Background: an optimization exercise with open tools, aiming at small area, a short achievable clock period and few clock cycles per item. Do not read the settings as production practice. In this exercise RTL edits were held to simulation tests only and were not proved equivalent to the original. Power and IR drop assume default switching activity.

## target_track_hysteresis_filter
module target_track_hysteresis_filter
(
    input  logic                    i_clk,
    input  logic                    i_rst_n,
    input  logic                    i_in_valid,
    output logic                    o_in_ready,
    input  logic                    i_box_present,
    input  logic [ID_W-1:0]         i_box_id,
    input  logic signed [POS_W-1:0] i_pos_x,
    input  logic signed [POS_W-1:0] i_pos_y,
    input  logic signed [POS_W-1:0] i_pos_z,
    input  logic                    i_frame_last,
    output logic                    o_out_valid,
    input  logic                    i_out_ready,
    output logic [1:0]              o_target_mode,
    output logic [ID_W-1:0]         o_target_id,
    output logic signed [POS_W-1:0] o_target_x,
    output logic signed [POS_W-1:0] o_target_y,
    output logic signed [POS_W-1:0] o_target_z,
    output logic                    o_position_stable,
    input  logic                    i_cfg_valid,
    output logic                    o_cfg_ready,
    input  logic [1:0]              i_cfg_index,
    input  logic [THR_W-1:0]        i_cfg_data
);
    localparam logic [1:0] PH_SQ   = 2'd0;
    localparam logic [1:0] PH_COR  = 2'd1;
    localparam logic [1:0] PH_ROOT = 2'd2;
    localparam logic [1:0] PH_DONE = 2'd3;
    localparam int TW = 22;
    logic [SWC_W-1:0]    r_fast;
    logic [SWC_W-1:0]    r_slow;
    logic [THR_W-1:0]    r_thr;
    logic [1:0]          r_mode, n_mode;
    logic [RUN_W-1:0]    r_run, n_run;
    logic [1:0]          r_rkind;
    logic [ID_W-1:0]     r_trk_id;
    logic [3*POS_W-1:0]  r_e0, r_e1;
    logic [1:0]          r_fill;               
    logic [ID_W-1:0]     r_cand_id;
    logic [3*POS_W-1:0]  r_cand_pos;
    logic [2:0][MAG_W-1:0] r_cm, r_co;         
    logic [2:0]          r_cms, r_cos;         
    logic [2:0]          r_gm, r_go;           
    logic [1:0]          r_cnt;                
    logic                r_prev;               
    logic                r_pend;               
    logic                r_ov;
  ...
Size: ~440 flip-flops, about 160 I/O pins, about 37000 µm² of cells after synthesis.
make LEC_CHECK=0 CAP_MARGIN=20 CORE_MARGIN=2 CORE_UTILIZATION=50 SETUP_SLACK_MARGIN=1.0 SLEW_MARGIN=20 finish   # period 8.0 ns
run.sh (not shown) runs the stock make flow with config.mk's settings and CLKGATE_MAP_FILE= SYNTH_SCRIPT=/design/flow/synth_recipe.tcl, a recipe that flattens the netlist after the stock synthesis.
Testbench counts at the start, summed over its fixed seeds: cycles 8,894, frames 3,200.
Then changed:
- CORE_UTILIZATION: 50 -> 55
- SETUP_SLACK_MARGIN: 1.0 -> 3.5
Result: First-iteration DRC count goes up by 15%; count of clock-buffer cells in the layout goes up by 4; synthesized cell count is unchanged; core utilization goes up by 9.5 points; setup slack gets better by 0.36 ns; die area goes down by 9.0%; synthesized area stays the same; routed wire length goes up by 6.5%; cell area goes up by 5.7%.
Then changed:
- CORE_UTILIZATION: 55 -> 50
- SETUP_SLACK_MARGIN: 3.5 -> 2.0
=> Cell area climbs by 1.9%. Register-to-register slack gets worse by 0.08 ns. Power climbs by 2.6%. Combinational power barely changes. Critical path depth rises by 3. Count of clock-buffer cells in the layout drops by 9. First-iteration DRC count climbs by 0.40%. Die area climbs by 9.8%. Cell count rises by 2.3%. Clock skew is higher by 0.0044 ns. Global-route usage drops by 2.1 points.
Then changed:
- SETUP_SLACK_MARGIN: 2.0 -> 1.5
Result: Via count goes down by 3.6%. Final area goes down by 5.6%. Worst setup slack improved by 0.027 ns.
Then changed:
- CORE_UTILIZATION: 50 -> 55
- SETUP_SLACK_MARGIN: 1.5 -> 2.5
Synthesized area is unchanged.
Non-clock buffer count came out higher by 136.
Combinational power came out higher by about 20%.
Register-to-register slack loses 0.05 ns.
Die area came out lower by about 9%.
Cell count came out higher by 0.81%.
Maximum frequency came out lower by about 0.8%.

---

target_track_hysteresis_filter, a different RTL version from the one above (not shown whole).
Size: about 4100 cells after synthesis, ~430 flip-flops, ~160 I/O pins, roughly 0.039 mm² of cells after synthesis.
export LEC_CHECK = 0
export CAP_MARGIN = 20
export CORE_MARGIN = 2
export CORE_UTILIZATION = 50
export SETUP_SLACK_MARGIN = 1.5
export SLEW_MARGIN = 20
create_clock -name core_clock -period 8.0 [get_ports {i_clk}]
The first run completed with no timing, DRC or antenna violations.
Testbench counts at the start, summed over its fixed seeds: cycles 8,621, frames 3,200.
Edit:
- CAP_MARGIN: 20 -> 10
- SETUP_SLACK_MARGIN: 1.5 -> 2.5
- SLEW_MARGIN: 20 -> 10
Final area rises by a few percent.
Die area is unchanged.
Setup slack gets better by 0.25 ns.
Clock skew rises by 0.024 ns.
Via count rises slightly.
Utilization rises by 3.3 points.
Combinational power rises by about a fifth.
Total power rises by roughly a tenth.
Sequential power falls by a few percent.

## afterwards: timing with drivers on the ports
Ports are ideal in the flow. The routed layouts listed here were re-timed in OpenROAD.
Step 1, drivers: a clkbuf_16 drives i_clk and a buf_2 each remaining input, both assumed.
Step 2 times the ports against the registers' clock, not the clock port: input delays grow and output delays shrink by t, the midpoint of the rising clock arrivals with the driver on.
Three values: no drivers, after step 1, after step 2; two values: the first two.
| run | t (ns) | setup slack, ns | hold slack, ns | cell pins on the clock port's net |
|---|---|---|---|---|
| the first run of note 1 | 0.676 | 1.311 / 1.336 / 0.680 | 0.474 / 0.474 / 0.474 | 1 |
| the second run of note 1 | 0.680 | 1.668 / 1.686 / 1.031 | 0.466 / 0.466 / 0.466 | 1 |
| the third run of note 1 | 0.693 | 1.609 / 1.609 / 1.045 | 0.461 / 0.461 / 0.461 | 1 |
| the fourth run of note 1 | 0.671 | 1.637 / 1.637 / 1.074 | 0.457 / 0.457 / 0.457 | 1 |
| the fifth run of note 1 | 0.704 | 1.583 / 1.583 / 1.063 | 0.478 / 0.478 / 0.478 | 1 |
| the first run of note 2 | 0.710 | 1.394 / 1.394 / 0.962 | 0.473 / 0.473 / 0.473 | 1 |
| the second run of note 2 | 0.701 | 1.640 / 1.640 / 1.098 | 0.471 / 0.471 / 0.471 | 1 |
After both steps setup and hold are still met in every run listed. For the second run of note 1, which loses most, drivers alone change the setup slack by +0.018 ns; drivers and shift together by -0.637 ns.
